Context: an optimization exercise on an open-source flow, tuned for a short achievable clock period and few clock cycles per item. The choices shown serve that exercise and are no tape-out recipe. The RTL was checked by simulation tests, not by an equivalence proof against the original design. Power figures rest on the tool's default switching activity, not on a simulated workload.

$ cat flow/constraint.sdc
create_clock -name core_clock -period 3.0 [get_ports {clk}]
set_input_delay 0.6000 -clock core_clock [delete_from_list [all_inputs] [get_ports {clk}]]
set_output_delay 0.6000 -clock core_clock [all_outputs]
set_load 0.01 [all_outputs]
$ cat flow/config.mk
export PLATFORM = sky130hd
export DESIGN_NAME = keyed_queue_move_to_front
export DESIGN_NICKNAME = keyed_queue_move_to_front
export VERILOG_FILES = /design/flow/design.v
export SDC_FILE = /design/flow/constraint.sdc
export NUM_CORES = 4
export LEC_CHECK = 0
export CAP_MARGIN = 20
export CORE_MARGIN = 2
export CORE_UTILIZATION = 40
export SLEW_MARGIN = 20
$ cat flow/design.v
`default_nettype none
package kqm_pkg;
  localparam logic [1:0] MODE_ENQ = 2'd0;
  localparam logic [1:0] MODE_DEQ = 2'd1;
  localparam logic [1:0] MODE_PRO = 2'd2;
  localparam logic [1:0] ST_OK    = 2'd0;
  localparam logic [1:0] ST_EMPTY = 2'd1;
  localparam logic [1:0] ST_FULL  = 2'd2;
  localparam logic [1:0] ST_MISS  = 2'd3;
  typedef struct packed {
    logic enq;     
    logic deq;     
    logic pro;     
    logic found;   
  } cell_ctl_t;
endpackage
`default_nettype wire
`default_nettype none
module kqm_cell #(
  parameter int KEY_BITS = 16
) (
  input  wire logic                  clk,
  input  wire logic                  rst,
  input  wire kqm_pkg::cell_ctl_t    ctl,
  input  wire logic [KEY_BITS-1:0]   in_key,
  input  wire logic [KEY_BITS-1:0]   prev_key,
  input  wire logic                  prev_valid,
  input  wire logic [KEY_BITS-1:0]   next_key,
  input  wire logic                  next_valid,
  input  wire logic                  before_in,
  output logic                       before_out,
  output logic [KEY_BITS-1:0]        key_q,
  output logic                       valid_q
);
  logic match;
  logic is_tail_slot;
  logic shift_in;
  always_comb begin
    match        = valid_q && (key_q == in_key);
    before_out   = before_in | match;
    is_tail_slot = ~valid_q & prev_valid;
    shift_in     = ctl.pro & ctl.found & ~before_in;
  end
  always_ff @(posedge clk) begin
    if (rst) begin
      valid_q <= 1'b0;
    end else if (ctl.enq && is_tail_slot) begin
      valid_q <= 1'b1;
    end else if (ctl.deq) begin
      valid_q <= next_valid;
    end
  end
  always_ff @(posedge clk) begin
    if (ctl.enq && is_tail_slot) begin
      key_q <= in_key;
    end else if (ctl.deq) begin
      key_q <= next_key;
    end else if (shift_in) begin
      key_q <= prev_key;
    end
  end
endmodule
`default_nettype wire
`default_nettype none
module keyed_queue_move_to_front #(
  parameter int DEPTH    = 16,
  parameter int KEY_BITS = 16
) (
  input  wire logic                          clk,
  input  wire logic                          rst,
  input  wire logic                          in_valid,
  output logic                               in_stall,
  input  wire logic [1:0]                    mode,
  input  wire logic [KEY_BITS-1:0]           key,
  output logic                               out_valid,
  input  wire logic                          out_stall,
  output logic [KEY_BITS-1:0]                out_key,
  output logic [1:0]                         status,
  output logic [$clog2(DEPTH+1)-1:0]         occupancy
);
  localparam int CW = $clog2(DEPTH+1);
  logic [CW-1:0]       count;
  logic [CW-1:0]       count_next;
  logic                take;
  logic                full;
  logic                empty;
  logic                found;
  logic [1:0]          status_next;
  kqm_pkg::cell_ctl_t           ctl;
  logic [KEY_BITS-1:0] cell_key [DEPTH];
  logic [DEPTH-1:0]    cell_valid;
  logic [DEPTH:0]      hit_seen;
  assign in_stall = out_valid & out_stall;
  assign take     = in_valid & ~in_stall;
  assign full  = (count == CW'(DEPTH));
  assign empty = (count == '0);
  assign found = hit_seen[DEPTH];
  always_comb begin
    ctl.enq   = take && (mode == kqm_pkg::MODE_ENQ) && !full;
    ctl.deq   = take && (mode == kqm_pkg::MODE_DEQ) && !empty;
    ctl.pro   = take && (mode == kqm_pkg::MODE_PRO);
    ctl.found = found;
  end
  assign hit_seen[0] = 1'b0;
  for (genvar i = 0; i < DEPTH; i++) begin : g_cell
    logic [KEY_BITS-1:0] prev_key;
    logic                prev_valid;
    logic [KEY_BITS-1:0] next_key;
    logic                next_valid;
    if (i == 0) begin : g_head
      assign prev_key   = key;
      assign prev_valid = 1'b1;
    end else begin : g_body
      assign prev_key   = cell_key[i-1];
      assign prev_valid = cell_valid[i-1];
    end
    if (i == DEPTH-1) begin : g_last
      assign next_key   = cell_key[i];
      assign next_valid = 1'b0;
    end else begin : g_inner
      assign next_key   = cell_key[i+1];
      assign next_valid = cell_valid[i+1];
    end
    kqm_cell #(
      .KEY_BITS (KEY_BITS)
    ) u_cell (
      .clk        (clk),
      .rst        (rst),
      .ctl        (ctl),
      .in_key     (key),
      .prev_key   (prev_key),
      .prev_valid (prev_valid),
      .next_key   (next_key),
      .next_valid (next_valid),
      .before_in  (hit_seen[i]),
      .before_out (hit_seen[i+1]),
      .key_q      (cell_key[i]),
      .valid_q    (cell_valid[i])
    );
  end
  always_comb begin
    count_next  = count;
    status_next = kqm_pkg::ST_OK;
    case (mode)
      kqm_pkg::MODE_ENQ: begin
        if (full) begin
          status_next = kqm_pkg::ST_FULL;
        end else begin
          count_next = count + CW'(1);
        end
      end
      kqm_pkg::MODE_DEQ: begin
        if (empty) begin
          status_next = kqm_pkg::ST_EMPTY;
        end else begin
          count_next = count - CW'(1);
        end
      end
      kqm_pkg::MODE_PRO: begin
        if (!found) begin
          status_next = kqm_pkg::ST_MISS;
        end
      end
      default: begin
        status_next = kqm_pkg::ST_OK;
      end
    endcase
  end
  always_ff @(posedge clk) begin
    if (rst) begin
      count <= '0;
    end else if (take) begin
      count <= count_next;
    end
  end
  always_ff @(posedge clk) begin
    if (rst) begin
      out_valid <= 1'b0;
    end else if (take) begin
      out_valid <= 1'b1;
    end else if (!out_stall) begin
      out_valid <= 1'b0;
    end
  end
  always_ff @(posedge clk) begin
    if (take) begin
      out_key   <= ctl.deq ? cell_key[0] : '0;
      status    <= status_next;
      occupancy <= count_next;
    end
  end
endmodule
`default_nettype wire
$ cat flow/run.sh
#!/bin/bash
# synth_recipe.tcl (not shown) runs the flow's synth.tcl, then flattens the netlist and writes it again
# the make line also repeats each setting of config.mk as NAME=value (left out here)
make -C /OpenROAD-flow-scripts/flow DESIGN_CONFIG=/design/flow/config.mk WORK_HOME=/design/flow/orfs CLKGATE_MAP_FILE= SYNTH_SCRIPT=/design/flow/synth_recipe.tcl finish
==> flow_metrics.py <==
metrics = {
    "status": {
        "status": "finished clean",
    },
    "detailed_routing": {
        "drt-vias-per-instance": 5.56,
        "drc": 0,
        "route.met3.wl_um": 4450,
        "first_pass_iters": 6,
        "wl_um": 53600,
        "ant_nets": 0,
        "wl_per_cell_um": 20.1,
        "top_layer": "met4",
        "met2WireLength_um": 23700,
        "vias": 14800,
        "wl_met1_um": 24200,
        "first_iter_violations": 1837,
    },
    "clock_network": {
        "numCtsBuffers": 38,
        "htree_levels": 2,
        "post_cts_buffers": 0,
        "cts_root_buffer": "clkbuf_16",
        "clkLatencyLatePin_ns": 0.56,
        "cts_resized": 0,
        "cts_hold_buf": 0,
        "clk_path_buf_depth": 3,
        "cts_tree": "built",
        "cts.clk_slew.worst_paths_ns": 0.06,
        "clock-sinks": 301,
    },
    "floorplanning": {
        "design.core.area_mm2": 0.0443,
        "rows": 77,
        "pin_count": 47,
        "initial_utilization": 0.407,
        "die_width_um": 216,
        "die_y_um": 216,
        "die_area_mm2": 0.0468,
    },
    "layout": {
        "area_growth_pct": 18.7,
        "drive_above_1_share": 0.141,
        "postLayoutCellArea_mm2": 0.0214,
        "nets": 2076,
        "fillers": 4148,
        "antenna_cells": 0,
        "fin_util": 0.483,
    },
    "sta": {
        "tightest_slew_ns": 1.04,
        "fin_crit_ns": 2.87,
        "slew_viol_final": 0,
        "finalCritPeriodShare": 0.955,
        "fin_setup_tns_ns": 0,
        "fin_ws_ns": 0.134,
        "fin_skew_ns": 0.0392,
        "finalHoldViolCount": 0,
        "slew_headroom": 0.306,
        "grt_setup_unrepaired": "no",
        "fmax_mhz": 349,
        "setup_viol": 0,
    },
    "pwr": {
        "pwr-share-seq": 0.472,
        "p_leak_nw": 7.95,
        "netSwitchingFraction": 0.242,
        "p_int_mw": 7.59,
        "power.density_mw_per_mm2": 467,
        "p_total_mw": 10.0,
        "pwr-share-comb": 0.094,
        "p_switching_mw": 2.42,
        "p_clk_frac": 0.434,
        "ir_worst_vdd_v": 0.000385,
    },
    "worst_setup_path": {
        "critPathKind": "register to register",
        "end_kind": "register",
        "r2r_slack_ns": 0.13,
        "crit_path_max_fanout": 9,
        "required_ns": 3.23,
        "start_kind": "register",
        "critPathArrivalTime_ns": 3.09,
    },
    "logic_synthesis": {
        "synthSimpleGateAreaFrac": 0.218,
        "synth_area_mm2": 0.0180,
        "synthAdderAreaFrac": 0.00139,
        "postSynthCellCount": 1971,
        "ys.flop_type": "edfxtp_1",
        "yosysMostFrequentCell": "nand2_1",
        "ys_top_cells_by_area": "edfxtp_1 (46%), nand2_1 (11%), a31oi_1 (8.3%)",
        "ys_ff_latch": 301,
        "yosysTopAreaCell": "edfxtp_1",
        "yosys_warnings": 3,
        "synth.area.mux_share": 0.0117,
        "synth-xor-area-share": 0.126,
        "async_flop_share": 0,
        "synth_common_cells": "nand2_1 (544), edfxtp_1 (279), nor2_1 (245), a31oi_1 (238), xnor2_1 (141)",
        "synth_top_family_by_area": "simple AND/OR/NAND/NOR gates",
        "synth_cell_type_count": 48,
        "synth_compound_area_frac": 0.0956,
        "netlist.area_leader.share": 0.464,
        "synth_edf_count": 279,
        "yosysSeqAreaShare": 0.489,
        "syn_area_per_cell_um2": 9.15,
        "synth_nets": 1995,
    },
    "global_route": {
        "antenna_found_initial": 0,
        "grt_pass1_wl_um": 83400,
        "overflow": 0,
        "track_usage": 0.227,
        "grt_max_degree": 56,
        "grt_pass1_vias": 14000,
    },
    "worst_hold_path": {
        "hp-class": "input pin to register",
    },
    "place": {
        "postPlaceCellArea_mm2": 0.0202,
        "dpl.hpwl_um": 38900,
        "gp_congestion": 0.879,
        "port_buffers": 46,
        "place_ws_ns": -0.471,
    },
    "run": {
        "maxCapViolations": 0,
    },
}
[layout make-up]
class | count | area [um2] | share of cell area
Tap cell | 592 | 741 | 0.0346
Inverter | 6 | 22.5 | 0.00105
Clock inverter | 11 | 63.8 | 0.00298
Clock buffer | 56 | 1090 | 0.0509
Multi-Input combinational cell | 1489 | 8360 | 0.390
Timing Repair Buffer | 216 | 2320 | 0.108
Sequential cell | 301 | 8820 | 0.412
[critical path, cell delays in order, from the launching register on]
cell and delay (ns):
edfxtp_1 0.49, xor2_1 0.24, nor4_1 0.10, nand4_1 0.12, o22ai_1 0.12, or4_4 0.59
nand4b_1 0.30, o22ai_1 0.31, buf_4 0.26
[power groups by stage]
stage / Sequential [mW] / Clock, mW / Combinational, mW
finish: 4.72 / 4.35 / 0.942
global route: 4.73 / 4.56 / 1.01
CTS: 4.72 / 4.42 / 0.938
detailed placement: 4.81 / 0 / 0.934
global placement: 4.81 / 0 / 0.920
floorplan: 4.79 / 0 / 0.602
[metrics by stage]
| stage | cells | hold WS, ns |
|---|---|---|
| after floorplan | 1971 | 0.489 |
| after global placement | 2602 | 0.516 |
| final | 2671 | 0.524 |
| after detailed placement | 2602 | 0.519 |
| after CTS | 2669 | 0.490 |
| after global routing | 2671 | 0.517 |
[flip-flops by register name, summed over array words and instances, names as in the netlist]
signal,flops
count,5
g_cell.u_cell.key_q,256
g_cell.u_cell.valid_q,16
occupancy,5
out_key,16
out_valid,1
status,2
[layout by cell type (no fill, tap or decap), drive strengths merged, types with 6 or more instances in the layout]
cell type,n
and3,19
o211ai,11
nand3,14
buf,186
nor2,246
mux2,17
xor2,119
nand4,34
clkdlybuf4s50,30
xnor2,141
nor3,12
dfxtp,22
clkinv,10
a21oi,6
nand2,544
inv,7
a31oi,238
clkbuf,56
nor4,34
edfxtp,279
nand3b,16
[kinds of logic (layout without fill, tap and decap cells)]
kind of cell	Yosys count	count (layout)
AOI/OAI and AO/OA	272	272
buffers and inverters	181	289
DFF	301	301
xor gates and xnor gates	260	260
and+or+nand+nor	936	936
muxes	19	19
adders and majority gates	2	2
[routing by layer]
metal	up-vias	GRT usage
met2	691	0.345
met3	83	0.0380
met1	7064	0.335
met4	0	0.0607
met5	-	0
li1	7011	-
[path summary, 6_finish.rpt]
path                        startpoint                    endpoint  cells past startpoint
max          g_cell[8].u_cell.key_q[6]  g_cell[15].u_cell.key_q[5]                      8
min                             key[6]   g_cell[8].u_cell.key_q[6]                      3
max reg2reg  g_cell[8].u_cell.key_q[6]  g_cell[15].u_cell.key_q[5]                      8
min reg2reg   g_cell[1].u_cell.valid_q    g_cell[0].u_cell.valid_q                      2
Testbench counts, summed over its fixed seeds: cycles 24,008, items 24,000.

## re-timing with driven ports
The results above use ideal ports. As a check the final layout listed here was re-extracted and re-timed, cells and wires unchanged.
Step 1 assumes that a clkbuf_16 drives the clock port and a buf_2 every other input.
Step 2 times the ports against the registers' clock, not the clock port: input delays grow and output delays shrink by t, the midpoint of the rising clock arrivals with the driver on.
a / b / c = ideal / step 1 / step 2; a / b = the first two.
t, ns: 0.599
setup slack, ns: 0.134 / 0.134 / -0.417
worst slew at a driven data input, ns: 0.03
With both steps, setup timing fails in this run, where it was met with ideal ports. The setup slack of this run moves by 0.000 ns with the drivers and by -0.551 ns with both steps.
